Context: an optimization exercise on an open-source flow, tuned for small area, a short achievable clock period and few clock cycles per item. The choices shown serve that exercise and are no tape-out recipe.
Only simulation tests tie the RTL to the original design; equivalence was not proved.
In every run shown here, the design's own scripts or RTL, not TritonCTS, make the clock network.
The clock port is modelled as an ideal driver, which makes a skipped or thinned clock tree look cheaper than it is; a real chip needs a root buffer or a tree.
Power and IR drop assume default switching activity.

**design/flow/config.mk**
```make
export PLATFORM = sky130hd
export DESIGN_NAME = at_response_line_parser_unit
export DESIGN_NICKNAME = at_response_line_parser_unit
export VERILOG_FILES = /design/flow/design.v
export SDC_FILE = /design/flow/constraint.sdc
export NUM_CORES = 4
export LEC_CHECK = 0
export CAP_MARGIN = 20
export CORE_MARGIN = 2
export CORE_UTILIZATION = 40
export GPL_ROUTABILITY_DRIVEN = 1
export PLACE_DENSITY = 0.6
export SLEW_MARGIN = 20
```
**design/flow/standard.sh**
```bash
#!/bin/bash
# synth_recipe.tcl (not shown) runs the flow's synth.tcl, then flattens the netlist and writes it again
# the make line also repeats each setting of config.mk as NAME=value (left out here)
make -C /OpenROAD-flow-scripts/flow DESIGN_CONFIG=/design/flow/config.mk WORK_HOME=/design/flow/orfs CLKGATE_MAP_FILE= SYNTH_SCRIPT=/design/flow/synth_recipe.tcl "${@:-finish}"
```
**design/flow/flow/run.sh**
```bash
#!/bin/bash
# The standard layout with these changes:
#  - synthesis restructures the logic with ABC's &deepsyn and maps it with ABC's
#    delay-targeted 'map' (flow/map.abc);
#  - the ports get plain sky130_fd_sc_hd__buf_1 buffers;
#  - the clock tree is one level: the flip-flops are split into 4 groups by position and
#    each group gets a clkbuf_16 driven from the clock port (flow/clock_tree.tcl), in
#    place of ORFS's CTS step;
#  - timing repair after placement and after global routing only resizes gates, and aims
#    at 10.5 ns of setup slack at the design's 14 ns clock (ORFS's own repair aims at
#    0 ns, which every path meets with room to spare).
set -euo pipefail
work=$PWD
# Synthesis: the standard flow's script, with the logic mapped by flow/map.abc (delay-targeted 'map')
# instead of ORFS's abc_speed script.
cat > "$work/my_synth.tcl" <<EOT
proc abc {args} {
  set i [lsearch \$args -script]
  if {\$i >= 0} { lset args [expr {\$i + 1}] $work/flow/map.abc }
  yosys abc {*}\$args
}
source $work/synth_recipe.tcl
EOT
sed "s#SYNTH_SCRIPT=[^ ]*#SYNTH_SCRIPT=$work/my_synth.tcl#" standard.sh > my_standard.sh
export BUFFER_PORTS_ARGS="-buffer_cell sky130_fd_sc_hd__buf_1"
bash my_standard.sh place > flow_place.log 2>&1
export SETUP_SLACK_MARGIN=10.5
export SETUP_MOVE_SEQUENCE=sizeup,swap
RESULTS_DIR=$work/orfs/results/sky130hd/at_response_line_parser_unit/base \
LIB_FILE=$FLOW_HOME/platforms/sky130hd/lib/sky130_fd_sc_hd__tt_025C_1v80.lib \
PLATFORM_DIR=$FLOW_HOME/platforms/sky130hd \
DONT_USE_CELLS="$(make -s -C $FLOW_HOME DESIGN_CONFIG=$work/config.mk WORK_HOME=$work/orfs print-DONT_USE_CELLS | sed 's/^DONT_USE_CELLS: //')" \
CLK_GROUPS=4 CLK_CELL=sky130_fd_sc_hd__clkbuf_16 \
  openroad -no_init -exit flow/clock_tree.tcl > flow_clock_tree.log 2>&1
bash my_standard.sh finish > flow_finish.log 2>&1
```
**design/flow/design.v**
```verilog
module atrlp_core (
	input  logic       clk,
	input  logic       arst_n,
	input  logic       in_valid,
	input  logic [7:0] in_data,
	output logic       in_ready,
	input  logic       ov,        
	input  logic       ordy,      
	output logic       emit,      
	output logic [1:0] r_kind,
	output logic [7:0] r_byte,
	output logic       r_ok,
	output logic       r_last,
	output logic       rej        
);
	logic        r0_v;
	logic [7:0]  r0_d;
	logic        fin;
	logic [8:0]  st_q, st_d;
	atrlp_inbuf u_inbuf (
		.clk      (clk),
		.arst_n   (arst_n),
		.in_valid (in_valid),
		.in_data  (in_data),
		.in_ready (in_ready),
		.ov       (ov),
		.ordy     (ordy),
		.fin      (fin),
		.r0_v     (r0_v),
		.r0_d     (r0_d)
	);
	atrlp_parse u_parse (
		.r0_v   (r0_v),
		.c      (r0_d),
		.st_q   (st_q),
		.st_d   (st_d),
		.fin    (fin),
		.emit   (emit),
		.r_kind (r_kind),
		.r_byte (r_byte),
		.r_ok   (r_ok),
		.rej    (rej)
	);
	assign r_last = fin;
	atrlp_streg #(.W(4)) u_state_ph (
		.clk    (clk),
		.arst_n (arst_n),
		.ov     (ov),
		.ordy   (ordy),
		.pre    (r0_v),
		.d      (st_d[8:5]),
		.q      (st_q[8:5])
	);
	atrlp_streg #(.W(5)) u_state_sub (
		.clk    (clk),
		.arst_n (arst_n),
		.ov     (ov),
		.ordy   (ordy),
		.pre    (r0_v),
		.d      (st_d[4:0]),
		.q      (st_q[4:0])
	);
endmodule
module atrlp_streg #(
	parameter int W = 1
) (
	input  logic         clk,
	input  logic         arst_n,
	input  logic         ov,
	input  logic         ordy,
	input  logic         pre,
	input  logic [W-1:0] d,
	output logic [W-1:0] q
);
	always_ff @(posedge clk or negedge arst_n) begin
		if (!arst_n)
			q <= '0;
		else if ((!ov || ordy) && pre)
			q <= d;
	end
endmodule
module atrlp_inbuf (
	input  logic       clk,
	input  logic       arst_n,
	input  logic       in_valid,
	input  logic [7:0] in_data,
	output logic       in_ready,
	input  logic       ov,
	input  logic       ordy,
	input  logic       fin,
	output logic       r0_v,
	output logic [7:0] r0_d
);
	logic       r1_v;
	logic [7:0] r1_d;
	logic       rdy_q;     
	logic       free;
	assign in_ready = rdy_q;
	assign free     = !r0_v || ((!ov || ordy) && fin);
	always_ff @(posedge clk or negedge arst_n) begin
		if (!arst_n) begin
			r0_v  <= 1'b0;
			r1_v  <= 1'b0;
			rdy_q <= 1'b1;
		end else begin
			if (free) begin
				r0_v  <= r1_v || in_valid;
				r1_v  <= 1'b0;
				rdy_q <= 1'b1;
			end else if (in_valid && !r1_v) begin
				r1_v  <= 1'b1;
				rdy_q <= 1'b0;
			end
		end
	end
	always_ff @(posedge clk) begin
		if (free)
			r0_d <= r1_v ? r1_d : in_data;
		if (!r1_v)
			r1_d <= in_data;
	end
endmodule
module atrlp_parse (
	input  logic        r0_v,
	input  logic [7:0]  c,
	input  logic [8:0]  st_q,
	output logic [8:0]  st_d,
	output logic        fin,
	output logic        emit,
	output logic [1:0]  r_kind,
	output logic [7:0]  r_byte,
	output logic        r_ok,
	output logic        rej
);
	localparam logic [7:0] CH_TAB   = 8'h09;
	localparam logic [7:0] CH_LF    = 8'h0A;
	localparam logic [7:0] CH_CR    = 8'h0D;
	localparam logic [7:0] CH_SPACE = 8'h20;
	localparam logic [7:0] CH_QUOTE = 8'h22;
	localparam logic [7:0] CH_HASH  = 8'h23;
	localparam logic [7:0] CH_EQ    = 8'h3D;
	localparam logic [7:0] CH_UA    = 8'h41;
	localparam logic [7:0] CH_UR    = 8'h52;
	localparam logic [7:0] CH_UT    = 8'h54;
	localparam logic [7:0] CH_BS    = 8'h5C;
	localparam logic [7:0] CH_LA    = 8'h61;
	localparam logic [7:0] CH_LN    = 8'h6E;
	localparam logic [7:0] CH_LR    = 8'h72;
	localparam logic [7:0] CH_LT    = 8'h74;
	localparam logic [2:0] PH_START = 3'd0;  
	localparam logic [2:0] PH_ONE_U = 3'd1;  
	localparam logic [2:0] PH_ONE_L = 3'd2;  
	localparam logic [2:0] PH_REQ   = 3'd4;  
	localparam logic [2:0] PH_ANS   = 3'd5;  
	localparam logic [2:0] PH_SKIP  = 3'd6;  
	localparam logic [2:0] PH_BAD   = 3'd7;  
	localparam logic [3:0] FR_H0  = 4'd0;
	localparam logic [3:0] FR_H1  = 4'd1;
	localparam logic [3:0] FR_P1  = 4'd2;
	localparam logic [3:0] FR_P1H = 4'd3;
	localparam logic [3:0] FR_P2H = 4'd4;
	localparam logic [3:0] FR_P3  = 4'd5;
	localparam logic [3:0] FR_N   = 4'd6;
	localparam logic [3:0] FR_C   = 4'd7;
	localparam logic [3:0] FR_L   = 4'd8;
	logic [2:0] ph_q, ph_d;
	logic       q_q, q_d;      
	logic [1:0] mp_q, mp_d;    
	logic       bs_q, bs_d;    
	logic [3:0] fr_q, fr_d;    
	logic       hcr_q, hcr_d;  
	logic [4:0] sub_q, sub_d;  
	assign {ph_q, hcr_q, sub_q} = st_q;
	assign {bs_q, fr_q} = sub_q;
	assign mp_q = sub_q[2:1];
	assign q_q  = sub_q[0];
	assign st_d = {ph_d, hcr_d, sub_d};
	always_comb begin
		if (ph_q == PH_REQ)
			sub_d = (ph_d == PH_REQ) ? {2'b00, mp_d, q_d} : 5'b00000;
		else
			sub_d = {bs_d, fr_d};
	end
	logic       eol, virt, c_cr, c_bs, c_blank;
	logic [7:0] x, e, d, up;
	logic       x_bs, x_blank_out, esc, seen;
	logic       fr_emit, dfin;
	logic [7:0] fr_byte;
	logic       d_cr, d_lf;
	logic [3:0] fr_fs;
	assign eol     = (c == CH_LF);
	assign c_cr    = (c == CH_CR);
	assign c_bs    = (c == CH_BS);
	assign c_blank = (c == CH_SPACE || c == CH_TAB);
	assign virt    = hcr_q && !eol;           
	assign x       = virt ? CH_CR : c;
	assign x_bs    = !virt && c_bs;
	assign x_blank_out = !virt && c_blank && !q_q;
	assign seen    = (fr_q != FR_H0) || bs_q;  
	assign rej = r0_v && eol && !(ph_q == PH_START || ph_q == PH_SKIP || (ph_q == PH_ANS && seen));
	assign up = {x[7:6], x[5] & (q_q || !(x[7:5] == 3'b011 && x[4:0] >= 5'd1 && x[4:0] <= 5'd26)), x[4:0]};
	always_comb begin
		esc = 1'b1;
		case (x)
			CH_LR:    e = CH_CR;
			CH_LN:    e = CH_LF;
			CH_LT:    e = CH_TAB;
			CH_QUOTE: e = CH_QUOTE;
			CH_BS:    e = CH_BS;
			default: begin e = CH_BS; esc = 1'b0; end
		endcase
	end
	assign d    = bs_q ? e : x;
	assign d_cr = bs_q ? (x == CH_LR) : (x == CH_CR);
	assign d_lf = bs_q ? (x == CH_LN) : (x == CH_LF);
	always_comb begin
		fr_emit = 1'b1;
		fr_byte = CH_CR;
		dfin    = 1'b0;
		fr_fs   = fr_q;
		case (fr_q)
			FR_H0: begin
				if (d_cr) begin
					fr_emit = 1'b0;
					dfin    = 1'b1;
					fr_fs   = FR_H1;
				end else begin
					fr_fs = FR_P1;
				end
			end
			FR_H1:  fr_fs = FR_P1H;
			FR_P1: begin
				fr_byte = CH_LF;
				fr_fs   = FR_P3;
			end
			FR_P1H: begin
				fr_byte = CH_LF;
				if (d_lf) begin
					dfin  = 1'b1;
					fr_fs = FR_L;
				end else begin
					fr_fs = FR_P2H;
				end
			end
			FR_P2H: fr_fs = FR_P3;
			default: begin  
				fr_byte = d;
				dfin    = 1'b1;
				fr_fs   = d_cr ? FR_C : ((d_lf && fr_q == FR_C) ? FR_L : FR_N);
			end
		endcase
	end
	always_comb begin
		emit   = 1'b0;
		r_kind = 2'd0;
		r_byte = x;
		r_ok   = 1'b0;
		fin    = 1'b1;
		ph_d   = ph_q;
		q_d    = q_q;
		mp_d   = mp_q;
		bs_d   = bs_q;
		fr_d   = fr_q;
		hcr_d  = hcr_q;
		if (eol) begin
			if (ph_q == PH_START || ph_q == PH_SKIP) begin
			end else if (ph_q == PH_ANS && seen) begin
				r_kind = 2'd1;
				emit   = 1'b1;
				fin    = 1'b0;
				if (bs_q) begin
					emit   = fr_emit;
					r_byte = fr_byte;
					fr_d   = fr_fs;
					if (dfin)
						bs_d = 1'b0;
				end else if (fr_q == FR_H1) begin
					r_byte = CH_CR;
					fr_d   = FR_P1H;
				end else if (fr_q == FR_P1H) begin
					r_byte = CH_LF;
					fr_d   = FR_P2H;
				end else if (fr_q == FR_P2H) begin
					r_byte = CH_CR;
					fr_d   = FR_C;
				end else if (fr_q == FR_P1) begin
					r_byte = CH_LF;
					fr_d   = FR_L;
				end else if (fr_q != FR_L) begin
					r_byte = CH_CR;
					fr_d   = FR_P1;
				end else begin
					r_kind = 2'd2;
					r_byte = 8'h00;
					r_ok   = 1'b1;
					fin    = 1'b1;
				end
			end else begin
				emit   = 1'b1;
				r_kind = 2'd2;
				r_byte = 8'h00;
			end
		end else if (!hcr_q && c_cr) begin
			hcr_d = 1'b1;
		end else begin
			case (ph_q)
				PH_START: begin
					if (x == CH_HASH)
						ph_d = PH_SKIP;
					else if (x == CH_UA)
						ph_d = PH_ONE_U;
					else if (x == CH_LA)
						ph_d = PH_ONE_L;
					else
						ph_d = PH_BAD;
				end
				PH_ONE_U, PH_ONE_L: begin
					if ((ph_q == PH_ONE_U && x == CH_UT) || (ph_q == PH_ONE_L && x == CH_LT)) begin
						emit   = 1'b1;
						r_byte = CH_UA;
						fin    = 1'b0;
						ph_d   = PH_REQ;
					end else begin
						ph_d = PH_BAD;
					end
				end
				PH_REQ: begin
					if (mp_q == 2'd2 && x == CH_EQ) begin
						ph_d = PH_ANS;
					end else if (mp_q == 2'd1 && x == CH_LR) begin
						mp_d = 2'd2;
					end else if (mp_q == 2'd2) begin
						emit   = 1'b1;
						r_byte = CH_BS;
						fin    = 1'b0;
						mp_d   = 2'd3;
					end else if (mp_q != 2'd0) begin
						emit   = 1'b1;
						r_byte = (mp_q == 2'd1) ? CH_BS : (q_q ? CH_LR : CH_UR);
						mp_d   = x_bs ? 2'd1 : 2'd0;
						fin    = x_bs || x_blank_out;
					end else if (x_bs) begin
						mp_d = 2'd1;
					end else if (x_blank_out) begin
					end else begin
						emit   = 1'b1;
						r_byte = up;
						if (x == CH_QUOTE)
							q_d = !q_q;
					end
				end
				PH_ANS: begin
					r_kind = 2'd1;
					if (!bs_q && x_bs) begin
						bs_d = 1'b1;
					end else begin
						emit   = fr_emit;
						r_byte = fr_byte;
						fr_d   = fr_fs;
						fin    = dfin && !(bs_q && !esc);
						if (dfin)
							bs_d = 1'b0;
					end
				end
				default: ;  
			endcase
			if (virt && fin && !c_cr) begin
				hcr_d = 1'b0;
				if (ph_d == PH_REQ && (c_bs || (c_blank && !q_d))) begin
					if (c_bs)
						mp_d = 2'd1;
				end else if (ph_d == PH_ANS && c_bs) begin
					bs_d = 1'b1;
				end else begin
					fin = 1'b0;
				end
			end
		end
		if (eol && fin) begin
			ph_d  = PH_START;
			q_d   = 1'b0;
			mp_d  = 2'd0;
			bs_d  = 1'b0;
			fr_d  = FR_H0;
			hcr_d = 1'b0;
		end
		emit = emit && r0_v;
	end
endmodule
module atrlp_outq (
	input  logic        clk,
	input  logic        arst_n,
	input  logic        emit,      
	input  logic [1:0]  r_kind,
	input  logic [7:0]  r_byte,
	input  logic        r_ok,
	input  logic        r_last,
	input  logic        rej,       
	output logic        out_valid,
	input  logic        out_ready,
	output logic [1:0]  out_kind,
	output logic [7:0]  out_byte,
	output logic        out_line_ok,
	output logic [15:0] out_bad_line_count,
	output logic        out_last
);
	logic        valid_q;
	logic [1:0]  kind_q;
	logic        ok_q;
	logic [15:0] cnt_q, cnt_d;
	assign out_valid          = valid_q;
	assign out_kind           = kind_q;
	assign out_line_ok        = ok_q;
	assign out_bad_line_count = cnt_q;
	always_ff @(posedge clk or negedge arst_n) begin
		if (!arst_n)
			valid_q <= 1'b0;
		else if (!valid_q || out_ready)
			valid_q <= emit;
	end
	atrlp_oreg u_oreg (
		.clk    (clk),
		.ov     (valid_q),
		.ordy   (out_ready),
		.d      ({r_kind, r_ok, r_byte, r_last}),
		.q      ({kind_q, ok_q, out_byte, out_last})
	);
	logic [16:0] ones;    
	logic        rs;      
	logic        take;
	assign ones[0] = 1'b1;
	assign rs      = rej && !(&cnt_q);
	assign take    = !valid_q || out_ready;
	always_ff @(posedge clk or negedge arst_n) begin
		if (!arst_n)
			cnt_q <= '0;
		else
			cnt_q <= cnt_d;
	end
	for (genvar i = 0; i < 16; i++) begin : g_bit
		atrlp_cntbit u_bit (
			.take  (take),
			.rs    (rs),
			.ones  (ones[i]),
			.q     (cnt_q[i]),
			.d     (cnt_d[i]),
			.ones1 (ones[i + 1])
		);
	end
endmodule
module atrlp_oreg (
	input  logic        clk,
	input  logic        ov,
	input  logic        ordy,
	input  logic [11:0] d,
	output logic [11:0] q
);
	always_ff @(posedge clk) begin
		if (!ov || ordy)
			q <= d;
	end
endmodule
module atrlp_cntbit (
	input  logic take,
	input  logic rs,
	input  logic ones,
	input  logic q,
	output logic d,
	output logic ones1
);
	assign d     = q ^ (take && rs && ones);
	assign ones1 = ones && q;
endmodule
module at_response_line_parser_unit (
	input  logic         clk,
	input  logic         arst_n,
	input  logic         in_valid,
	input  logic [7:0]   in_data,
	output logic         in_ready,
	output logic         out_valid,
	input  logic         out_ready,
	output logic [1:0]   out_kind,
	output logic [7:0]   out_byte,
	output logic         out_line_ok,
	output logic [15:0]  out_bad_line_count,
	output logic         out_last
);
	logic       emit;
	logic [1:0] r_kind;
	logic [7:0] r_byte;
	logic       r_ok;
	logic       r_last;
	logic       rej;
	atrlp_core u_core (
		.clk      (clk),
		.arst_n   (arst_n),
		.in_valid (in_valid),
		.in_data  (in_data),
		.in_ready (in_ready),
		.ov       (out_valid),
		.ordy     (out_ready),
		.emit     (emit),
		.r_kind   (r_kind),
		.r_byte   (r_byte),
		.r_ok     (r_ok),
		.r_last   (r_last),
		.rej      (rej)
	);
	atrlp_outq u_outq (
		.clk                (clk),
		.arst_n             (arst_n),
		.emit               (emit),
		.r_kind             (r_kind),
		.r_byte             (r_byte),
		.r_ok               (r_ok),
		.r_last             (r_last),
		.rej                (rej),
		.out_valid          (out_valid),
		.out_ready          (out_ready),
		.out_kind           (out_kind),
		.out_byte           (out_byte),
		.out_line_ok        (out_line_ok),
		.out_bad_line_count (out_bad_line_count),
		.out_last           (out_last)
	);
endmodule
```
**design/flow/flow/map.abc**
```
strash
&get -n
&deepsyn -I 2 -J 50
&put
dch
map -D 1200
topo
stime -c
buffer -c
upsize -c
dnsize -c
```
**design/flow/constraint.sdc**
```tcl
create_clock -name core_clock -period 14.0 [get_ports {clk}]
set_input_delay 2.8000 -clock core_clock [delete_from_list [all_inputs] [get_ports {clk}]]
set_output_delay 2.8000 -clock core_clock [all_outputs]
set_load 0.01 [all_outputs]
```
**design/flow/flow/clock_tree.tcl**
```tcl
# Clock distribution: the flip-flops are split into K groups by position (k-means) and each
# group gets one clock buffer at its centre, driven straight from the clock port.
proc my_clock_tree {K cell} {
  set block [ord::get_db_block]
  set clknet [$block findNet clk]
  set pts {}
  set its [$clknet getITerms]
  foreach it $its {
    set bb [[$it getInst] getBBox]
    lappend pts [list [expr {([$bb xMin] + [$bb xMax]) / 2}] [expr {([$bb yMin] + [$bb yMax]) / 2}]]
  }
  set n [llength $pts]
  # initial centres: sorted by x+y, evenly spaced
  set order [lsort -integer -indices [lmap p $pts {expr {[lindex $p 0] + [lindex $p 1]}}]]
  set ctr {}
  for {set k 0} {$k < $K} {incr k} {
    lappend ctr [lindex $pts [lindex $order [expr {int(($k + 0.5) * $n / $K)}]]]
  }
  for {set iter 0} {$iter < 50} {incr iter} {
    set asg {}
    foreach p $pts {
      set best 0; set bd 1e30
      for {set k 0} {$k < $K} {incr k} {
        set c [lindex $ctr $k]
        set d [expr {abs([lindex $p 0] - [lindex $c 0]) + abs([lindex $p 1] - [lindex $c 1])}]
        if {$d < $bd} { set bd $d; set best $k }
      }
      lappend asg $best
    }
    set new {}
    for {set k 0} {$k < $K} {incr k} {
      set sx 0; set sy 0; set m 0
      foreach p $pts a $asg { if {$a == $k} { incr sx [lindex $p 0]; incr sy [lindex $p 1]; incr m } }
      if {$m > 0} { lappend new [list [expr {$sx / $m}] [expr {$sy / $m}]] } else { lappend new [lindex $ctr $k] }
    }
    set ctr $new
  }
  set master [[ord::get_db] findMaster $cell]
  for {set k 0} {$k < $K} {incr k} {
    set buf [odb::dbInst_create $block $master clkbuf_leaf_$k]
    set net [odb::dbNet_create $block clknet_leaf_$k]
    $net setSigType CLOCK
    [$buf findITerm A] connect $clknet
    [$buf findITerm X] connect $net
    set c [lindex $ctr $k]
    $buf setLocation [lindex $c 0] [lindex $c 1]
    $buf setPlacementStatus PLACED
    foreach it $its a $asg { if {$a == $k} { $it disconnect; $it connect $net } }
  }
}

# Replaces the CTS step: reads the placed design, adds the clock buffers, legalizes and
# writes the CTS results the later ORFS steps read.
set R $::env(RESULTS_DIR)
read_db $R/3_place.odb
read_liberty $::env(LIB_FILE)
read_sdc $R/3_place.sdc
source $::env(PLATFORM_DIR)/setRC.tcl
my_clock_tree $::env(CLK_GROUPS) $::env(CLK_CELL)
detailed_placement
set_propagated_clock [all_clocks]
estimate_parasitics -placement
set_dont_use $::env(DONT_USE_CELLS)
repair_timing -setup -setup_margin $::env(SETUP_SLACK_MARGIN) -sequence $::env(SETUP_MOVE_SEQUENCE) -skip_last_gasp
detailed_placement
check_placement -verbose
estimate_parasitics -placement
report_clock_latency
report_checks -path_delay max -group_path_count 5 -format end
write_db $R/4_1_cts.odb
write_db $R/4_cts.odb
write_sdc $R/4_cts.sdc
```
==> results of run 1 <==
==> registers in the layout, summed over array words and instances, names as in the netlist <==
signal,flops
u_outq.cnt_q,16
u_outq.u_oreg.q,12
u_core.u_inbuf.r0_d,8
u_core.u_inbuf.r1_d,8
u_core.u_state_sub.q,5
u_core.u_state_ph.q,4
u_core.u_inbuf.r0_v,1
u_core.u_inbuf.r1_v,1
u_core.u_inbuf.rdy_q,1
u_outq.valid_q,1
==> worst max-delay path, delay by kind of cell <==
family          cells  cell delay, ns
compound gates      1            0.24
buf+inv             2            0.35
simple gates        8            1.06
==> cells by family after synthesis <==
kind of cell / Yosys count / share of synthesized area, %
buf+inv: 78 / 10.8
fa+ha+maj: 1 / 0.370
flops: 57 / 44.0
compound gates: 78 / 14.7
simple gates: 197 / 29.1
xor+xnor: 4 / 1.04
==> layer usage <==
metal / up-vias / track usage (%) / share of wire (%)
li1: 1456 / - / -
met5: - / 0 / 0
met3: 22 / 1.96 / 6.1
met4: 0 / 6.31 / 3.8
met2: 111 / 30.4 / 45
met1: 1401 / 28.1 / 45
==> power by group through the flow <==
stage	logic [mW]	clock network, mW	registers, mW
2_1_floorplan	0.119	0	0.230
3_3_place_gp	0.164	0	0.238
3_5_place_dp	0.164	0	0.237
5_1_grt	0.193	0.0997	0.239
6_report	0.172	0.0902	0.236
==> metrics by stage <==
stage	setup slack, ns	hold slack (ns)	util [%]	area, µm²	std cells
global placement	9.08	0.434	42.7	3510	539
finish	9.62	0.448	45.3	3720	543
floorplan	9.47	0.414	-	3380	415
global route	9.48	0.474	45.3	3720	543
detailed placement	8.95	0.438	42.7	3510	539
==> cell usage in the layout (no fill, tap or decap), types with 3 or more instances in the layout <==
cell / instances
a21oi_1: 22
a31oi_1: 5
a41oi_1: 4
buf_1: 20
buf_2: 4
buf_6: 4
clkbuf_16: 4
clkbuf_2: 13
dfrtp_1: 24
dfrtp_2: 4
dfxtp_1: 8
edfxtp_1: 20
inv_1: 49
inv_2: 4
nand2_1: 75
nand2_4: 3
nand3_1: 16
nand4_1: 14
nor2_1: 48
nor2_4: 6
nor3_1: 15
nor4_1: 4
o211ai_1: 4
o21ai_0: 17
o21ai_1: 3
o22ai_1: 5
o31ai_1: 3
xor2_1: 4
==> path summary, 6_finish.rpt <==
kind / start / to / cells after the start
worst max-delay path: out_ready / u_outq.cnt_q[15]$_DFF_PN0_ / 11
worst min-delay path: u_core.u_inbuf.r1_d[6]$_DFF_P_ / u_core.u_inbuf.r1_d[6]$_DFF_P_ / 2
worst max register to register: u_core.u_state_ph.q[0]$_DFFE_PN0P_ / u_core.u_inbuf.r0_d[0]$_DFFE_PP_ / 10
worst min register to register: u_core.u_inbuf.r1_d[6]$_DFF_P_ / u_core.u_inbuf.r1_d[6]$_DFF_P_ / 2
max in group asynchronous: arst_n / u_outq.cnt_q[2]$_DFF_PN0_ / 1
min in group asynchronous: arst_n / u_core.u_state_sub.q[2]$_DFFE_PN0P_ / 1
==> area by class of cell <==
cell class | count | area share [%]
Buffer | 4 | 2.69
Inverter | 56 | 5.75
Sequential cell | 57 | 40.1
Multi-Input combinational cell | 280 | 42.4
Tap cell | 105 | 3.53
Timing Repair Buffer | 41 | 5.52
==> run summary, run 1 <==
CP most frequent cell: nor2_4
Cell Int Power: 307 µW
P_leak: 1.71 nW
Post-Route WL: 8630 µm
share of layout cells above drive strength 1: 14.2%
Total Power: 498 µW
CP cell instances: buf_6 -> nor2_4 -> clkinvlp_4 -> nand2_4 -> nor3b_4 -> nand4_4 -> nor2_4 -> nand2_4 -> nor2_4 -> nand4_4 -> o31ai_2
Synth top area share: 20.7%
Layout Nets: 453
die height: 95.9 µm
Fill cells: 823
Slew Limit Fails: 0
IO buf count: 41
Clock power frac: 18.1%
fin crit period: 4.38 ns
area leader, netlist: dfrtp_1
worst vdd ir: 68.7 µV
Multi-input gate area: 0.00158 mm²
cells taking the most area after synthesis: dfrtp_1 (21%), edfxtp_1 (18%), nand2_1 (8.6%)
post-synthesis sequential area ratio: 44.0%
R2R Setup Slk: 10.80 ns
Overall Global Routing Usage: 19.4%
Net Sw Frac: 38.4%
Area Growth Syn to Fin: 10.1%
crit end category: flop
Worst EP required: 14.06 ns
DR WL/cell: 15.9 µm
routed via count: 2990
Fin. Hold Viols: 0
worst-path maximum fanout: 14
EDFF count, synth: 20
Worst-path clk slew: 0.08 ns
Worst slew margin: 44.3%
CP peak stage delay: 0.28 ns
Cell variety after synth: 53
Yosys reg bits: 57
Worst Tran Pin Value: 0.827 ns
Starting DRT DRC Count: 310
power density cells: 134 mW/mm²
Async S/R FF share, synth: 50.9%
Period Utilization, post-route: 31.3%
Psw: 191 µW
final RePlAce weighted congestion: 1.03
Starting Density: 41.1%
Synth Warn #: 6
die area: 0.00920 mm²
Data arrival, critical path: 4.44 ns
FMAX: 0.228 GHz
sequential power share: 47.3%
post-route DRC violation count: 0
worst hold path class: flop to flop
first-pass GRT wire length: 14300 µm
Worst-Skew Late Latency: 0.14 ns
CP startpoint kind: input port
skew final: 0.0380 ns
Comb power frac: 34.6%
CP Class: input port to flop
Pre-antenna DRT Iters: 5
post-route ant nets: 0
final setup TNS: 0 ns
Mapped Cells: 415
Cell Rows: 33
most common cell in the netlist: nand2_1
unrepaired setup endpoints after global routing: true
antenna violations before repair: 0
Mapped Area: 0.00338 mm²
Final setup viols: 0
Post-synth top cells: nand2_1 (77), inv_1 (50), nor2_1 (50), dfrtp_1 (28), a21oi_1 (22)
sequential cell area: 0.00149 mm²
Avg Cell Area, Syn: 8.14 µm²
Post-synth top flop: dfrtp_1
IO Pins: 42
DP HPWL: 6680 µm
Max-Cap Viols: 0
vias in the first global route: 2838
outcome: no timing/DRC/antenna violations
n_diodes: 0
largest net degree at the start of global routing: 30
core footprint: 0.00822 mm²
total grt overflow: 0
Die X-Extent: 95.9 µm
slowest cell on the critical path: clkinvlp_4
Vias/cell: 5.51
Testbench counts, summed over its fixed seeds: cycles 71,637, bytes 57,729.
==> run 2, diff against run 1 <==
==> design/flow/flow/map.abc (replaced) <==
strash
&get -n
&deepsyn -I 2 -J 50
&put
dch
map -D 2000
topo
stime -c
buffer -c
upsize -c
dnsize -c
--- a/design/flow/config.mk
+++ b/design/flow/config.mk
@@ -11,3 +11,5 @@
 export GPL_ROUTABILITY_DRIVEN = 1
 export PLACE_DENSITY = 0.6
 export SLEW_MARGIN = 20
+export SYNTH_HIERARCHICAL = 1
+export SYNTH_MINIMUM_KEEP_SIZE = 0
==> run summary, run 2 <==
CP peak stage delay: 0.54 ns (was 0.28 ns)
fin util: 46.7% (was 45.3%)
worst hold path class: flop to flop (unchanged)
total grt overflow: 0 (unchanged)
Post-Route WL: 7790 µm (was 8630 µm)
Hold Crit Start: u_core.u_inbuf.r1_d[7]$_DFF_P_ (was u_core.u_inbuf.r1_d[6]$_DFF_P_)
DR WL/cell: 14.9 µm (was 15.9 µm)
crit end category: primary output (was flop)
Largest regs: u_outq.cnt_q (16), u_outq.u_oreg.q (12) (unchanged)
r2r startpoint: u_outq.cnt_q[0]$_DFF_PN0_ (was u_core.u_state_ph.q[0]$_DFFE_PN0P_)
n_diodes: 0 (unchanged)
Synth Warn #: 12 (was 6)
Total Power: 682 µW (was 498 µW)
Overall Global Routing Usage: 17.2% (was 19.4%)
Avg Cell Area, Syn: 8.95 µm² (was 8.14 µm²)
CP startpoint kind: flop (was input port)
fin crit period: 3.58 ns (was 4.38 ns)
outcome: no timing/DRC/antenna violations (unchanged)
Starting Density: 41.2% (was 41.1%)
Fill cells: 812 (was 823)
Cell Rows: 33 (unchanged)
Layout Nets: 432 (was 453)
FMAX: 0.280 GHz (was 0.228 GHz)
Max-Cap Viols: 0 (unchanged)
CP Class: flop to primary output (was input port to flop)
IO buf count: 41 (unchanged)
worst reg2reg endpoint: u_outq.cnt_q[15]$_DFF_PN0_ (was u_core.u_inbuf.r0_d[0]$_DFFE_PP_)
P_leak: 1.62 nW (was 1.71 nW)
R2R Setup Slk: 10.55 ns (was 10.80 ns)
CP cell instances: buf_6 (was buf_6 -> nor2_4 -> clkinvlp_4 -> nand2_4 -> nor3b_4 -> nand4_4 -> nor2_4 -> nand2_4 -> nor2_4 -> nand4_4 -> o31ai_2)
R2R depth: 17 (was 10)
commonest non-fill, non-tap cells in the layout: nand2_1 (43), nor2_1 (36), inv_1 (34), nand3_1 (29), dfrtp_1 (26) (was nand2_1 (75), inv_1 (49), nor2_1 (48), dfrtp_1 (24), a21oi_1 (22))
Worst slew margin: 58.2% (was 44.3%)
power density cells: 179 mW/mm² (was 134 mW/mm²)
Data arrival, critical path: 0.78 ns (was 4.44 ns)
share of layout cells above drive strength 1: 27.8% (was 14.2%)
unrepaired setup endpoints after global routing: true (unchanged)
core footprint: 0.00818 mm² (was 0.00822 mm²)
hold path cells: 2 (unchanged)
Mapped Cells: 376 (was 415)
IO Pins: 42 (unchanged)
post-route DRC violation count: 0 (unchanged)
Worst-Skew Late Latency: 0.14 ns (about the same)
Pre-antenna DRT Iters: 4 (was 5)
Mapped Area: 0.00337 mm² (was 0.00338 mm²)
die height: 95.7 µm (was 95.9 µm)
worst-path maximum fanout: 2 (was 14)
first-pass GRT wire length: 12800 µm (was 14300 µm)
antenna violations before repair: 0 (unchanged)
Area Growth Syn to Fin: 13.5% (was 10.1%)
final setup TNS: 0 ns (unchanged)
Vias/cell: 5.33 (was 5.51)
worst vdd ir: 81.2 µV (was 68.7 µV)
skew final: 0.0164 ns (was 0.0380 ns)
delay-heaviest family, CP: flip-flops (was simple AND/OR/NAND/NOR gates)
slowest cell on the critical path: dfstp_2 (was clkinvlp_4)
largest reg by FF count: u_outq.cnt_q (unchanged)
final RePlAce weighted congestion: 0.947 (was 1.03)
max reg flops: 16 (unchanged)
Worst EP required: 11.20 ns (was 14.06 ns)
Worst-path clk slew: 0.07 ns (was 0.08 ns)
Die X-Extent: 95.7 µm (was 95.9 µm)
routed via count: 2788 (was 2990)
Final setup viols: 0 (unchanged)
largest net degree at the start of global routing: 30 (unchanged)
most common cell after layout, fill and taps aside: nand2_1 (unchanged)
die area: 0.00916 mm² (was 0.00920 mm²)
Slew Limit Fails: 0 (unchanged)
Starting DRT DRC Count: 153 (was 310)
CP startpoint: u_core.u_inbuf.rdy_q$_DFFE_PN1P_ (was out_ready)
Min Hold Slack: 0.451 ns (was 0.448 ns)
vias in the first global route: 2621 (was 2838)
post-route ant nets: 0 (unchanged)
Fin. Hold Viols: 0 (unchanged)
crit path buf inv count: 1 (was 2)
Worst Tran Pin Value: 0.627 ns (was 0.827 ns)
DP HPWL: 6090 µm (was 6680 µm)
Period Utilization, post-route: 25.5% (was 31.3%)
hold path endpoint: u_core.u_inbuf.r1_d[7]$_DFF_P_ (was u_core.u_inbuf.r1_d[6]$_DFF_P_)
-- run 2: worst max-delay path by stage --
stage,slack (ns),to,depth (start not counted)
after detailed placement,10.07,u_outq.cnt_q[14]$_DFF_PN0_,5
after global routing,10.40,in_ready,1
after global placement,10.10,u_outq.cnt_q[15]$_DFF_PN0_,5
final,10.42,in_ready,1
after floorplan,10.49,u_outq.cnt_q[0]$_DFF_PN0_,4
-- run 2: cell type report --
class                           count  area, µm²  share of cell area (%)
Timing Repair Buffer               42        214                    5.60
Buffer                              4        100                    2.62
Inverter                           54        215                    5.64
Sequential cell                    57       1490                    39.0
Tap cell                          105        131                    3.44
Multi-Input combinational cell    261       1670                    43.7
-- run 2: power by group --
| part | total (mW) | internal (mW) | switching, mW |
|---|---|---|---|
| Clock | 0.0904 | 0.0511 | 0.0393 |
| Sequential | 0.289 | 0.237 | 0.0521 |
| Combinational | 0.302 | 0.109 | 0.194 |
-- run 2: metrics by stage --
stage               setup WS (ns)  instances  area [µm²]
finish                      10.42        523        3820
global route                10.40        523        3820
detailed placement          10.07        519        3630
global placement            10.10        519        3630
floorplan                   10.49        377        3370
-- run 2: worst min-delay path: cells and delay by family, from the launching register on --
family / cells / cell delay, ns
DFF: 1 / 0.31
and+or+nand+nor: 2 / 0.11
-- run 2: metal layers --
| layer | track usage [%] | up-vias | wire length [µm] |
|---|---|---|---|
| met5 | 0 | - | 0 |
| met4 | 2.98 | 0 | 120 |
| met3 | 1.88 | 13 | 479 |
| met2 | 28.3 | 115 | 3620 |
| met1 | 24.7 | 1304 | 3570 |
| li1 | - | 1356 | - |
==> run 3, diff against run 2 <==
==> design/flow/flow/map.abc (replaced) <==
strash
&get -n
&deepsyn -I 2 -J 50
&put
dch
map -D 1400
topo
stime -c
buffer -c
upsize -c
dnsize -c
==> run summary, run 3 <==
Synth Warn #: 12 (unchanged)
IO buf count: 41 (unchanged)
final setup TNS: 0 ns (unchanged)
CP Class: flop to primary output (unchanged)
Total Power: 672 µW (was 682 µW)
CP peak stage delay: 0.49 ns (was 0.54 ns)
Placement Setup Slack: 10.03 ns (was 10.07 ns)
dpl cells: 512 (was 519)
Layout Nets: 425 (was 432)
vias in the first global route: 2638 (was 2621)
power density cells: 176 mW/mm² (was 179 mW/mm²)
post-route ant nets: 0 (unchanged)
P_leak: 1.66 nW (was 1.62 nW)
crit path buf inv count: 1 (unchanged)
DP HPWL: 6090 µm (about the same)
Period Utilization, post-route: 25.6% (was 25.5%)
Multi-input gate area: 0.00170 mm² (was 0.00167 mm²)
Post-Route WL: 7950 µm (was 7790 µm)
Final setup viols: 0 (unchanged)
Worst EP required: 11.20 ns (about the same)
final RePlAce weighted congestion: 0.964 (was 0.947)
Largest regs: u_outq.cnt_q (16), u_outq.u_oreg.q (12) (unchanged)
Max-Cap Viols: 0 (unchanged)
met2 global-route usage: 27.7% (was 28.3%)
Avg Cell Area, Syn: 9.07 µm² (was 8.95 µm²)
Fill cells: 810 (was 812)
n_diodes: 0 (unchanged)
Mapped Cells: 367 (was 376)
Worst-path clk slew: 0.07 ns (about the same)
die area: 0.00906 mm² (was 0.00916 mm²)
Slew Limit Fails: 0 (unchanged)
Worst slew margin: 62.3% (was 58.2%)
largest net degree at the start of global routing: 30 (unchanged)
outcome: no timing/DRC/antenna violations (unchanged)
worst vdd ir: 78.7 µV (was 81.2 µV)
met3 Usage GRT: 2.45% (was 1.88%)
Vias/cell: 5.44 (was 5.33)
Mapped Area: 0.00333 mm² (was 0.00337 mm²)
Starting Density: 40.9% (was 41.2%)
max reg flops: 16 (unchanged)
sequential cell area: 0.00149 mm² (unchanged)
Cell Rows: 33 (unchanged)
die height: 95.2 µm (was 95.7 µm)
CP startpoint kind: flop (unchanged)
Die X-Extent: 95.2 µm (was 95.7 µm)
delay-heaviest family, CP: flip-flops (unchanged)
CP cell instances: buf_6 (unchanged)
Worst Tran Pin Value: 0.552 ns (was 0.627 ns)
skew final: 0.00929 ns (was 0.0164 ns)
DR WL/cell: 15.4 µm (was 14.9 µm)
post-route DRC violation count: 0 (unchanged)
M1 GR Usage: 25.7% (was 24.7%)
worst-path maximum fanout: 6 (was 2)
Starting DRT DRC Count: 167 (was 153)
total grt overflow: 0 (unchanged)
Overall Global Routing Usage: 17.6% (was 17.2%)
gr busiest metal: met2 (unchanged)
Worst-Skew Late Latency: 0.13 ns (was 0.14 ns)
Area Growth Syn to Fin: 14.4% (was 13.5%)
slowest cell on the critical path: dfrtp_2 (was dfstp_2)
crit end category: primary output (unchanged)
share of layout cells above drive strength 1: 23.8% (was 27.8%)
FMAX: 0.279 GHz (was 0.280 GHz)
Finished Layout Cells: 516 (was 523)
IO Pins: 42 (unchanged)
unrepaired setup endpoints after global routing: true (unchanged)
Fin. Hold Viols: 0 (unchanged)
commonest non-fill, non-tap cells in the layout: nand2_1 (52), inv_1 (37), nand3_1 (33), dfrtp_1 (26), nor2_1 (25) (was nand2_1 (43), nor2_1 (36), inv_1 (34), nand3_1 (29), dfrtp_1 (26))
largest reg by FF count: u_outq.cnt_q (unchanged)
routed via count: 2809 (was 2788)
most common cell after layout, fill and taps aside: nand2_1 (unchanged)
worst hold path class: flop to flop (unchanged)
min setup slack post-route: 10.42 ns (about the same)
first-pass GRT wire length: 13000 µm (was 12800 µm)
antenna violations before repair: 0 (unchanged)
Data arrival, critical path: 0.78 ns (about the same)
core footprint: 0.00813 mm² (was 0.00818 mm²)
Pre-antenna DRT Iters: 4 (unchanged)
fin crit period: 3.58 ns (about the same)
[run 3: layout make-up]
type                       count  share of cell area, %
buffer                         4                   2.63
multi-input combinational    264                   44.7
inverter                      44                   4.47
tap                          105                   3.45
timing repair buffer          42                   5.62
sequential                    57                   39.2
[run 3: where the power goes]
group	switching, mW	leakage, nW	internal, mW
clock	0.0402	0.0493	0.0512
sequential	0.0571	0.654	0.237
combinational	0.177	0.954	0.109
[run 3: through the flow]
step                utilization (%)  cell area, µm²  hold WS (ns)
floorplan                         -            3330         0.414
global placement               44.3            3600         0.432
detailed placement             44.3            3600         0.428
global route                   46.8            3810         0.475
finish                         46.8            3810         0.447
[run 3: metal layers]
metal	up-vias	part of all wire, %
met5	-	0
met4	0	2.3
met3	16	7.0
met2	116	45
met1	1316	45
li1	1361	-
[run 3: final timing paths]
| check | start | endpoint | slack (ns) | depth (start not counted) |
|---|---|---|---|---|
| min in group asynchronous | arst_n | u_outq.cnt_q[14]$_DFF_PN0_ | 2.66 | 2 |
| hold / removal | u_core.u_inbuf.r1_d[4]$_DFF_P_ | u_core.u_inbuf.r1_d[4]$_DFF_P_ | 0.45 | 2 |
| max in group asynchronous | arst_n | u_core.u_inbuf.rdy_q$_DFFE_PN1P_ | 11.02 | 2 |
| setup reg to reg | u_outq.cnt_q[0]$_DFF_PN0_ | u_outq.cnt_q[15]$_DFF_PN0_ | 10.61 | 17 |
| hold reg to reg | u_core.u_inbuf.r1_d[4]$_DFF_P_ | u_core.u_inbuf.r1_d[4]$_DFF_P_ | 0.45 | 2 |
| setup / recovery | u_outq.valid_q$_DFFE_PN0P_ | out_valid | 10.42 | 1 |
==> run 4, diff against run 3 <==
==> design/flow/flow/map.abc (replaced) <==
strash
&get -n
&deepsyn -I 2 -J 50
&put
dch
map -D 2600
topo
stime -c
buffer -c
upsize -c
dnsize -c
==> run summary, run 4 <==
most common cell after layout, fill and taps aside: nand2_1 (unchanged)
fin util: 46.7% (was 46.8%)
Worst-Skew Late Latency: 0.14 ns (was 0.13 ns)
power density cells: 179 mW/mm² (was 176 mW/mm²)
largest reg by FF count: u_outq.cnt_q (unchanged)
P_leak: 1.62 nW (was 1.66 nW)
vias in the first global route: 2621 (was 2638)
Slew Limit Fails: 0 (unchanged)
instance count on the critical path: 1 (unchanged)
Worst Tran Pin Value: 0.627 ns (was 0.552 ns)
commonest non-fill, non-tap cells in the layout: nand2_1 (43), nor2_1 (36), inv_1 (34), nand3_1 (29), dfrtp_1 (26) (was nand2_1 (52), inv_1 (37), nand3_1 (33), dfrtp_1 (26), nor2_1 (25))
Cell Rows: 33 (unchanged)
fin crit period: 3.58 ns (about the same)
final setup TNS: 0 ns (unchanged)
Worst Setup EP: in_ready (was out_valid)
outcome: no timing/DRC/antenna violations (unchanged)
final RePlAce weighted congestion: 0.947 (was 0.964)
slowest cell on the critical path: dfstp_2 (was dfrtp_2)
crit path buf inv count: 1 (unchanged)
Synth Warn #: 12 (unchanged)
post-route DRC violation count: 0 (unchanged)
Final setup viols: 0 (unchanged)
crit end category: primary output (unchanged)
Clock power frac: 13.3% (was 13.6%)
sequential power share: 42.4% (was 43.7%)
Period Utilization, post-route: 25.5% (was 25.6%)
n_diodes: 0 (unchanged)
Mapped Cells: 376 (was 367)
DP HPWL: 6090 µm (about the same)
Max-Cap Viols: 0 (unchanged)
Post-Route WL: 7790 µm (was 7950 µm)
CP startpoint: u_core.u_inbuf.rdy_q$_DFFE_PN1P_ (was u_outq.valid_q$_DFFE_PN0P_)
CP cell instances: buf_6 (unchanged)
routed via count: 2788 (was 2809)
share of layout cells above drive strength 1: 27.8% (was 23.8%)
Worst-path clk slew: 0.07 ns (about the same)
worst reg2reg endpoint: u_outq.cnt_q[15]$_DFF_PN0_ (unchanged)
Data arrival, critical path: 0.78 ns (about the same)
IO Pins: 42 (unchanged)
FMAX: 0.280 GHz (was 0.279 GHz)
IO buf count: 41 (unchanged)
unrepaired setup endpoints after global routing: true (unchanged)
DR WL/cell: 14.9 µm (was 15.4 µm)
Fin. Hold Viols: 0 (unchanged)
Pre-antenna DRT Iters: 4 (unchanged)
Net Sw Frac: 41.8% (was 40.9%)
worst vdd ir: 81.2 µV (was 78.7 µV)
Worst EP required: 11.20 ns (about the same)
Mapped Area: 0.00337 mm² (was 0.00333 mm²)
largest net degree at the start of global routing: 30 (unchanged)
first-pass GRT wire length: 12800 µm (was 13000 µm)
worst-path maximum fanout: 2 (was 6)
R2R depth: 17 (unchanged)
CP peak stage delay: 0.54 ns (was 0.49 ns)
Cell Int Power: 397 µW (about the same)
post-route ant nets: 0 (unchanged)
Avg Cell Area, Syn: 8.95 µm² (was 9.07 µm²)
Worst slew margin: 58.2% (was 62.3%)
min setup slack post-route: 10.42 ns (about the same)
CP startpoint kind: flop (unchanged)
max reg flops: 16 (unchanged)
Overall Global Routing Usage: 17.2% (was 17.6%)
R2R Setup Slk: 10.55 ns (was 10.61 ns)
total grt overflow: 0 (unchanged)
antenna violations before repair: 0 (unchanged)
Placement Setup Slack: 10.07 ns (was 10.03 ns)
core footprint: 0.00818 mm² (was 0.00813 mm²)
Area Growth Syn to Fin: 13.5% (was 14.4%)
Largest regs: u_outq.cnt_q (16), u_outq.u_oreg.q (12) (unchanged)
delay-heaviest family, CP: flip-flops (unchanged)
Vias/cell: 5.33 (was 5.44)
CP Class: flop to primary output (unchanged)
Starting Density: 41.2% (was 40.9%)
Psw: 285 µW (was 275 µW)
die area: 0.00916 mm² (was 0.00906 mm²)
skew final: 0.0164 ns (was 0.00929 ns)
worst hold path class: flop to flop (unchanged)
r2r startpoint: u_outq.cnt_q[0]$_DFF_PN0_ (unchanged)
Starting DRT DRC Count: 153 (was 167)
Comb power frac: 44.4% (was 42.7%)
Layout Nets: 432 (was 425)
Die X-Extent: 95.7 µm (was 95.2 µm)
die height: 95.7 µm (was 95.2 µm)
run 4: per-layer routing:
layer  up-vias  part of all wire (%)  GRT usage (%)
li1       1356                     -              -
met1      1304                    46           24.7
met2       115                    46           28.3
met3        13                   6.1           1.88
met4         0                   1.5           2.98
met5         -                     0              0
run 4: worst min-delay path by stage:
stage                                   start                              to  cells past startpoint
3_5_place_dp   u_core.u_inbuf.r1_d[4]$_DFF_P_  u_core.u_inbuf.r1_d[4]$_DFF_P_                      2
2_1_floorplan  u_core.u_inbuf.r1_d[4]$_DFF_P_  u_core.u_inbuf.r1_d[4]$_DFF_P_                      2
5_1_grt        u_core.u_inbuf.r1_d[5]$_DFF_P_  u_core.u_inbuf.r1_d[5]$_DFF_P_                      2
6_report       u_core.u_inbuf.r1_d[7]$_DFF_P_  u_core.u_inbuf.r1_d[7]$_DFF_P_                      2
3_3_place_gp   u_core.u_inbuf.r1_d[1]$_DFF_P_  u_core.u_inbuf.r1_d[1]$_DFF_P_                      2
run 4: tightest hold or removal path, delay by kind of cell, from the launching register on:
family / cells / cell delay [ns]
and+or+nand+nor: 2 / 0.11
DFF: 1 / 0.31
run 4: layout make-up:
type / instances / area [µm²]
plain buffers: 4 / 100
fillers: 812 / 4360
inverters: 54 / 215
multi-input cells: 261 / 1670
flip-flops and latches: 57 / 1490
well taps: 105 / 131
repair buffers: 42 / 214
run 4: stage by stage:
stage,hold slack [ns],cells,power [mW],area (µm²)
after floorplan,0.414,377,0.501,3370
after global placement,0.433,519,0.575,3630
after detailed placement,0.432,519,0.576,3630
after global routing,0.486,523,0.732,3820
final,0.451,523,0.682,3820
run 4: power groups by stage:
| stage | Combinational, mW | Sequential [mW] | Clock, mW |
|---|---|---|---|
| after floorplan | 0.221 | 0.280 | 0 |
| final | 0.302 | 0.289 | 0.0904 |
| after global routing | 0.336 | 0.297 | 0.0990 |
| after global placement | 0.285 | 0.291 | 0 |
| after detailed placement | 0.286 | 0.290 | 0 |
==> run 5, diff against run 4 <==
==> design/flow/flow/map.abc (replaced) <==
strash
&get -n
&deepsyn -I 2 -J 50
&put
dch
map -D 1200
topo
stime -c
buffer -c
upsize -c
dnsize -c
==> run summary, run 5 <==
outcome: no timing/DRC/antenna violations (unchanged)
power density cells: 180 mW/mm² (was 179 mW/mm²)
R2R Setup Slk: 10.64 ns (was 10.55 ns)
unrepaired setup endpoints after global routing: true (unchanged)
post-route DRC violation count: 0 (unchanged)
Starting DRT DRC Count: 224 (was 153)
Overall Global Routing Usage: 18.7% (was 17.2%)
FMAX: 0.280 GHz (about the same)
Final setup viols: 0 (unchanged)
core footprint: 0.00813 mm² (was 0.00818 mm²)
n_diodes: 0 (unchanged)
first-pass GRT wire length: 13700 µm (was 12800 µm)
Fill cells: 784 (was 812)
Worst-Skew Late Latency: 0.15 ns (was 0.14 ns)
die height: 95.3 µm (was 95.7 µm)
fin crit period: 3.57 ns (was 3.58 ns)
vias in the first global route: 2743 (was 2621)
placed inst area: 0.00360 mm² (was 0.00363 mm²)
final setup TNS: 0 ns (unchanged)
Vias/cell: 5.60 (was 5.33)
CP Class: flop to primary output (unchanged)
Worst EP required: 11.20 ns (about the same)
fin area: 0.00382 mm² (about the same)
P_leak: 1.67 nW (was 1.62 nW)
Largest regs: u_outq.cnt_q (16), u_outq.u_oreg.q (12) (unchanged)
total grt overflow: 0 (unchanged)
fin util: 47.0% (was 46.7%)
DP HPWL: 6280 µm (was 6090 µm)
CP peak stage delay: 0.49 ns (was 0.54 ns)
Avg Cell Area, Syn: 9.03 µm² (was 8.95 µm²)
Period Utilization, post-route: 25.5% (about the same)
worst-path maximum fanout: 6 (was 2)
DR WL/cell: 16.0 µm (was 14.9 µm)
Placement Setup Slack: 10.04 ns (was 10.07 ns)
Worst-path clk slew: 0.06 ns (was 0.07 ns)
Total Power: 687 µW (was 682 µW)
skew final: 0.0244 ns (was 0.0164 ns)
final RePlAce weighted congestion: 0.946 (was 0.947)
CP cell instances: buf_6 (unchanged)
Synth Warn #: 12 (unchanged)
Mapped Cells: 369 (was 376)
Mapped Area: 0.00333 mm² (was 0.00337 mm²)
IO buf count: 41 (unchanged)
die area: 0.00908 mm² (was 0.00916 mm²)
Max-Cap Viols: 0 (unchanged)
Fin. Hold Viols: 0 (unchanged)
slowest cell on the critical path: dfrtp_2 (was dfstp_2)
crit path buf inv count: 1 (unchanged)
routed via count: 2896 (was 2788)
commonest non-fill, non-tap cells in the layout: nand2_1 (47), inv_1 (34), nand3_1 (31), dfrtp_1 (27), nor2_1 (24) (was nand2_1 (43), nor2_1 (36), inv_1 (34), nand3_1 (29), dfrtp_1 (26))
most common cell after layout, fill and taps aside: nand2_1 (unchanged)
Area Growth Syn to Fin: 14.6% (was 13.5%)
Post-Route WL: 8260 µm (was 7790 µm)
IO Pins: 42 (unchanged)
worst hold path class: flop to flop (unchanged)
share of layout cells above drive strength 1: 25.5% (was 27.8%)
largest reg by FF count: u_outq.cnt_q (unchanged)
Die X-Extent: 95.3 µm (was 95.7 µm)
largest net degree at the start of global routing: 30 (unchanged)
Slew Limit Fails: 0 (unchanged)
Data arrival, critical path: 0.77 ns (was 0.78 ns)
worst vdd ir: 92.4 µV (was 81.2 µV)
max reg flops: 16 (unchanged)
crit end category: primary output (unchanged)
Pre-antenna DRT Iters: 5 (was 4)
CP startpoint kind: flop (unchanged)
delay-heaviest family, CP: flip-flops (unchanged)
Starting Density: 41.0% (was 41.2%)
Layout Nets: 426 (was 432)
Cell Rows: 33 (unchanged)
min setup slack post-route: 10.43 ns (was 10.42 ns)
post-route ant nets: 0 (unchanged)
antenna violations before repair: 0 (unchanged)
[run 5: cell types whose count changed in the layout (fill, tap and decap cells not counted), moves of 4 or more]
cell / change
nand2_1: +4
inv_2: -5
a31oi_1: +5
nand4_1: +7
a21oi_2: -4
a21oi_1: -4
nor2_1: -12
[run 5: per-stage QoR]
stage	cells	hold WS, ns
after floorplan	370	0.414
after global placement	513	0.433
after detailed placement	513	0.434
after global routing	517	0.470
final	517	0.451
[run 5: final cells by class]
type                    count  area (µm²)  share of cell area (%)
well taps                 105         131                    3.44
inverters                  46         178                    4.65
multi-input cells         263        1710                    44.7
repair buffers             42         215                    5.63
plain buffers               4         100                    2.62
flip-flops and latches     57        1490                    39.0
[run 5: worst paths after layout]
check	start	endpoint	cells past startpoint
worst max-delay path	u_outq.valid_q$_DFFE_PN0P_	out_valid	1
worst min-delay path	u_core.u_inbuf.r1_d[7]$_DFF_P_	u_core.u_inbuf.r1_d[7]$_DFF_P_	2
worst max register to register	u_outq.cnt_q[0]$_DFF_PN0_	u_outq.cnt_q[15]$_DFF_PN0_	17
worst min register to register	u_core.u_inbuf.r1_d[7]$_DFF_P_	u_core.u_inbuf.r1_d[7]$_DFF_P_	2
max in group asynchronous	arst_n	u_core.u_inbuf.rdy_q$_DFFE_PN1P_	2
min in group asynchronous	arst_n	u_outq.cnt_q[15]$_DFF_PN0_	2
[run 5: power breakdown]
| group | switching (mW) | leakage, nW | internal [mW] |
|---|---|---|---|
| Sequential | 0.0623 | 0.655 | 0.237 |
| Combinational | 0.183 | 0.969 | 0.113 |
| Clock | 0.0403 | 0.0493 | 0.0512 |
[run 5: routing by layer]
metal / global-route usage, % / routed length (µm) / part of all wire (%) / up-vias
li1: - / - / - / 1374
met1: 26.3 / 3580 / 43 / 1356
met2: 30.9 / 3850 / 47 / 150
met3: 2.45 / 656 / 7.9 / 16
met4: 3.99 / 175 / 2.1 / 0
met5: 0 / 0 / 0 / -
==> run 6, diff against run 5 <==
--- a/design/flow/flow/run.sh
+++ b/design/flow/flow/run.sh
@@ -1,7 +1,7 @@
 #!/bin/bash
 # The standard layout with these changes:
 #  - synthesis restructures the logic with ABC's &deepsyn and maps it with ABC's
-#    delay-targeted 'map' (flow/map.abc);
+#    area-oriented 'map -a' (flow/map.abc);
 #  - the ports get plain sky130_fd_sc_hd__buf_1 buffers;
 #  - the clock tree is one level: the flip-flops are split into 4 groups by position and
 #    each group gets a clkbuf_16 driven from the clock port (flow/clock_tree.tcl), in
==> design/flow/flow/map.abc (replaced) <==
strash
&get -n
&deepsyn -I 2 -J 50
&put
dch
map -a
topo
stime -c
buffer -c
upsize -c
dnsize -c
==> run summary, run 6 <==
FMAX: 0.280 GHz (about the same)
Worst-path clk slew: 0.07 ns (was 0.06 ns)
total grt overflow: 0 (unchanged)
outcome: no timing/DRC/antenna violations (unchanged)
crit end category: primary output (unchanged)
largest reg by FF count: u_outq.cnt_q (unchanged)
R2R depth: 17 (unchanged)
Data arrival, critical path: 0.78 ns (was 0.77 ns)
CP peak stage delay: 0.54 ns (was 0.49 ns)
crit path buf inv count: 1 (unchanged)
placed inst area: 0.00363 mm² (was 0.00360 mm²)
fin area: 0.00382 mm² (about the same)
CP startpoint: u_core.u_inbuf.rdy_q$_DFFE_PN1P_ (was u_outq.valid_q$_DFFE_PN0P_)
Worst Tran Pin Value: 0.627 ns
delay-heaviest family, CP: flip-flops (unchanged)
commonest non-fill, non-tap cells in the layout: nand2_1 (43), nor2_1 (36), inv_1 (34), nand3_1 (29), dfrtp_1 (26) (was nand2_1 (47), inv_1 (34), nand3_1 (31), dfrtp_1 (27), nor2_1 (24))
power density cells: 179 mW/mm² (was 180 mW/mm²)
CP cell instances: buf_6 (unchanged)
n_diodes: 0 (unchanged)
share of layout cells above drive strength 1: 27.8% (was 25.5%)
Placement Setup Slack: 10.07 ns (was 10.04 ns)
Cell Rows: 33 (unchanged)
worst reg2reg endpoint: u_outq.cnt_q[15]$_DFF_PN0_ (unchanged)
Worst slew margin: 58.2%
Fin. Hold Viols: 0 (unchanged)
Max-Cap Viols: 0 (unchanged)
worst hold path class: flop to flop (unchanged)
Die X-Extent: 95.7 µm (was 95.3 µm)
Total Power: 682 µW (was 687 µW)
Worst EP required: 11.20 ns (about the same)
Starting DRT DRC Count: 153 (was 224)
CP startpoint kind: flop (unchanged)
DP HPWL: 6090 µm (was 6280 µm)
core footprint: 0.00818 mm² (was 0.00813 mm²)
vias in the first global route: 2621 (was 2743)
Final setup viols: 0 (unchanged)
Mapped Area: 0.00337 mm² (was 0.00333 mm²)
Worst Setup EP: in_ready (was out_valid)
most common cell after layout, fill and taps aside: nand2_1 (unchanged)
die height: 95.7 µm (was 95.3 µm)
Synth Warn #: 12 (unchanged)
P_leak: 1.62 nW (was 1.67 nW)
final RePlAce weighted congestion: 0.947 (was 0.946)
worst-path maximum fanout: 2 (was 6)
post-route ant nets: 0 (unchanged)
Starting Density: 41.2% (was 41.0%)
Period Utilization, post-route: 25.5% (about the same)
DR WL/cell: 14.9 µm (was 16.0 µm)
Slew Limit Fails: 0 (unchanged)
slowest cell on the critical path: dfstp_2 (was dfrtp_2)
skew final: 0.0164 ns (was 0.0244 ns)
post-route DRC violation count: 0 (unchanged)
Worst-Skew Late Latency: 0.14 ns (was 0.15 ns)
Layout Nets: 432 (was 426)
r2r startpoint: u_outq.cnt_q[0]$_DFF_PN0_ (unchanged)
min setup slack post-route: 10.42 ns (was 10.43 ns)
unrepaired setup endpoints after global routing: true (unchanged)
first-pass GRT wire length: 12800 µm (was 13700 µm)
fin util: 46.7% (was 47.0%)
Pre-antenna DRT Iters: 4 (was 5)
fin crit period: 3.58 ns (was 3.57 ns)
die area: 0.00916 mm² (was 0.00908 mm²)
instance count on the critical path: 1 (unchanged)
Vias/cell: 5.33 (was 5.60)
IO buf count: 41 (unchanged)
Avg Cell Area, Syn: 8.95 µm² (was 9.03 µm²)
Post-Route WL: 7790 µm (was 8260 µm)
IO Pins: 42 (unchanged)
Area Growth Syn to Fin: 13.5% (was 14.6%)
max reg flops: 16 (unchanged)
Mapped Cells: 376 (was 369)
final setup TNS: 0 ns (unchanged)
antenna violations before repair: 0 (unchanged)
worst vdd ir: 81.2 µV (was 92.4 µV)
R2R Setup Slk: 10.55 ns (was 10.64 ns)
Overall Global Routing Usage: 17.2% (was 18.7%)
Largest regs: u_outq.cnt_q (16), u_outq.u_oreg.q (12) (unchanged)
CP Class: flop to primary output (unchanged)
largest net degree at the start of global routing: 30 (unchanged)
routed via count: 2788 (was 2896)
-- run 6: metal layers --
metal / global-route usage [%] / part of all wire, % / wire length (µm)
met3: 1.88 / 6.1 / 479
met5: 0 / 0 / 0
met4: 2.98 / 1.5 / 120
met2: 28.3 / 46 / 3620
met1: 24.7 / 46 / 3570
-- run 6: per-stage QoR --
step | hold WS (ns) | std cells
floorplan | 0.414 | 377
global placement | 0.433 | 519
detailed placement | 0.432 | 519
global route | 0.486 | 523
finish | 0.451 | 523
-- run 6: worst min-delay path by stage --
stage	from	endpoint	slack (ns)	cells past startpoint
floorplan	u_core.u_inbuf.r1_d[4]$_DFF_P_	u_core.u_inbuf.r1_d[4]$_DFF_P_	0.41	2
global placement	u_core.u_inbuf.r1_d[1]$_DFF_P_	u_core.u_inbuf.r1_d[1]$_DFF_P_	0.43	2
detailed placement	u_core.u_inbuf.r1_d[4]$_DFF_P_	u_core.u_inbuf.r1_d[4]$_DFF_P_	0.43	2
global route	u_core.u_inbuf.r1_d[5]$_DFF_P_	u_core.u_inbuf.r1_d[5]$_DFF_P_	0.49	2
finish	u_core.u_inbuf.r1_d[7]$_DFF_P_	u_core.u_inbuf.r1_d[7]$_DFF_P_	0.45	2
-- run 6: layout make-up --
| class | instances | area [µm²] |
|---|---|---|
| Tap cell | 105 | 131 |
| Timing Repair Buffer | 42 | 214 |
| Inverter | 54 | 215 |
| Fill cell | 812 | 4360 |
| Sequential cell | 57 | 1490 |
| Multi-Input combinational cell | 261 | 1670 |
| Buffer | 4 | 100 |
-- run 6: where the power goes --
part           switching (mW)  internal [mW]
clock                  0.0393         0.0511
sequential             0.0521          0.237
combinational           0.194          0.109
==> run 7, diff against run 6 <==
--- a/design/flow/flow/run.sh
+++ b/design/flow/flow/run.sh
@@ -1,7 +1,7 @@
 #!/bin/bash
 # The standard layout with these changes:
 #  - synthesis restructures the logic with ABC's &deepsyn and maps it with ABC's
-#    area-oriented 'map -a' (flow/map.abc);
+#    delay-targeted 'map' (flow/map.abc);
 #  - the ports get plain sky130_fd_sc_hd__buf_1 buffers;
 #  - the clock tree is one level: the flip-flops are split into 4 groups by position and
 #    each group gets a clkbuf_16 driven from the clock port (flow/clock_tree.tcl), in
==> design/flow/flow/map.abc (replaced) <==
strash
&get -n
&deepsyn -I 2 -J 50
&put
dch -f
map -D 1600
topo
stime -c
buffer -c
upsize -c
dnsize -c
==> run summary, run 7 <==
Mapped Area: 0.00330 mm² (was 0.00337 mm²)
largest reg by FF count: u_outq.cnt_q (unchanged)
vias in the first global route: 2626 (was 2621)
Starting DRT DRC Count: 199 (was 153)
DR WL/cell: 15.5 µm (was 14.9 µm)
n_diodes: 0 (unchanged)
Worst EP required: 11.20 ns (about the same)
Data arrival, critical path: 0.78 ns (about the same)
Max-Cap Viols: 0 (unchanged)
routed via count: 2790 (was 2788)
IO buf count: 41 (unchanged)
FMAX: 0.280 GHz (about the same)
IO Pins: 42 (unchanged)
Worst-path clk slew: 0.07 ns (about the same)
max reg flops: 16 (unchanged)
CP cell instances: buf_6 (unchanged)
die height: 94.8 µm (was 95.7 µm)
unrepaired setup endpoints after global routing: true (unchanged)
Worst slew margin: 67.0% (was 58.2%)
outcome: no timing/DRC/antenna violations (unchanged)
fin crit period: 3.58 ns (about the same)
delay-heaviest family, CP: flip-flops (unchanged)
power density cells: 177 mW/mm² (was 179 mW/mm²)
r2r startpoint: u_outq.cnt_q[0]$_DFF_PN0_ (unchanged)
Final setup viols: 0 (unchanged)
post-route DRC violation count: 0 (unchanged)
CP startpoint kind: flop (unchanged)
worst hold path class: flop to flop (unchanged)
slowest cell on the critical path: dfstp_2 (unchanged)
Placement Setup Slack: 10.05 ns (was 10.07 ns)
Die X-Extent: 94.8 µm (was 95.7 µm)
fin util: 46.6% (was 46.7%)
Layout Nets: 423 (was 432)
min setup slack post-route: 10.42 ns (about the same)
Fin. Hold Viols: 0 (unchanged)
Pre-antenna DRT Iters: 4 (unchanged)
CP startpoint: u_core.u_inbuf.rdy_q$_DFFE_PN1P_ (unchanged)
Cell Rows: 33 (unchanged)
Period Utilization, post-route: 25.5% (about the same)
Fill cells: 817 (was 812)
crit end category: primary output (unchanged)
Largest regs: u_outq.cnt_q (16), u_outq.u_oreg.q (12) (unchanged)
share of layout cells above drive strength 1: 24.2% (was 27.8%)
antenna violations before repair: 0 (unchanged)
total grt overflow: 0 (unchanged)
most common cell after layout, fill and taps aside: nand2_1 (unchanged)
P_leak: 1.60 nW (was 1.62 nW)
CP Class: flop to primary output (unchanged)
Hold Crit Start: u_core.u_inbuf.r1_d[4]$_DFF_P_ (was u_core.u_inbuf.r1_d[7]$_DFF_P_)
largest net degree at the start of global routing: 30 (unchanged)
Avg Cell Area, Syn: 8.98 µm² (was 8.95 µm²)
Slew Limit Fails: 0 (unchanged)
Mapped Cells: 367 (was 376)
Worst Tran Pin Value: 0.492 ns (was 0.627 ns)
final setup TNS: 0 ns (unchanged)
worst vdd ir: 95.0 µV (was 81.2 µV)
first-pass GRT wire length: 13200 µm (was 12800 µm)
Synth Warn #: 12 (unchanged)
die area: 0.00898 mm² (was 0.00916 mm²)
Worst-Skew Late Latency: 0.14 ns (about the same)
post-route ant nets: 0 (unchanged)
final RePlAce weighted congestion: 0.951 (was 0.947)
Area Growth Syn to Fin: 14.5% (was 13.5%)
worst-path maximum fanout: 2 (unchanged)
Starting Density: 40.7% (was 41.2%)
core footprint: 0.00809 mm² (was 0.00818 mm²)
CP peak stage delay: 0.54 ns (about the same)
Vias/cell: 5.43 (was 5.33)
DP HPWL: 6220 µm (was 6090 µm)
skew final: 0.0165 ns (was 0.0164 ns)
Overall Global Routing Usage: 18.2% (was 17.2%)
crit path buf inv count: 1 (unchanged)
commonest non-fill, non-tap cells in the layout: nand2_1 (54), inv_1 (32), nor2_1 (31), nand3_1 (30), dfrtp_1 (25) (was nand2_1 (43), nor2_1 (36), inv_1 (34), nand3_1 (29), dfrtp_1 (26))
Post-Route WL: 7970 µm (was 7790 µm)
## run 7: area by class of cell
class                           instances  area, µm²  share of cell area, %
Timing Repair Buffer                   42        220                   5.84
Sequential cell                        57       1490                   39.5
Inverter                               40        155                   4.11
Tap cell                              105        131                   3.48
Buffer                                  4        100                   2.65
Multi-Input combinational cell        266       1680                   44.4
## run 7: path summary, 6_finish.rpt
check / end / cells past startpoint / slack (ns)
setup reg to reg: u_outq.cnt_q[15]$_DFF_PN0_ / 17 / 10.58
max in group asynchronous: u_core.u_inbuf.rdy_q$_DFFE_PN1P_ / 2 / 11.04
hold / removal: u_core.u_inbuf.r1_d[4]$_DFF_P_ / 2 / 0.45
min in group asynchronous: u_core.u_state_sub.q[2]$_DFFE_PN0P_ / 2 / 2.65
hold reg to reg: u_core.u_inbuf.r1_d[4]$_DFF_P_ / 2 / 0.45
setup / recovery: in_ready / 1 / 10.42
## run 7: through the flow
step	hold slack (ns)	power (mW)	cells	instance area, µm²
final	0.447	0.669	514	3770
after global routing	0.479	0.717	514	3770
after detailed placement	0.433	0.562	510	3550
after global placement	0.432	0.563	510	3550
after floorplan	0.414	0.484	368	3300
## run 7: power breakdown
group          internal, mW  switching (mW)
sequential            0.237          0.0580
clock                0.0511          0.0399
combinational         0.105           0.178
total                 0.393           0.276
## run 7: per-layer routing
| layer | vias to the layer above | track usage [%] | wire (µm) |
|---|---|---|---|
| met5 | - | 0 | 0 |
| met4 | 0 | 5.43 | 201 |
| met3 | 18 | 1.20 | 480 |
| met2 | 90 | 29.1 | 3660 |
| met1 | 1327 | 26.6 | 3620 |
| li1 | 1355 | - | - |

-- separate check: timing with driven ports --
In the flow no input, the clock included, has a driving cell. The finished layouts below were timed again as built, in two steps. Step 1: set_driving_cell puts a clkbuf_16 on clk and a buf_2 on each other input, an assumption about the parent block. Step 2, shift: input delay + t, output delay - t, t = (earliest + latest rising clock arrival at the registers) / 2. This alone moves slack from input paths to output paths. a / b / c = ideal ports / drivers / drivers and shift; a / b = the first two.
run | t, ns | setup slack, ns
run 1 | 0.206 | 9.615 / 9.659 / 9.453
run 2 | 0.204 | 10.424 / 10.348 / 10.321
run 3 | 0.206 | 10.417 / 10.341 / 10.314
run 4 | 0.204 | 10.424 / 10.348 / 10.321
run 5 | 0.214 | 10.428 / 10.349 / 10.278
run 6 | 0.204 | 10.424 / 10.348 / 10.321
run 7 | 0.208 | 10.425 / 10.345 / 10.292
After both steps setup and hold are still met in every run listed.
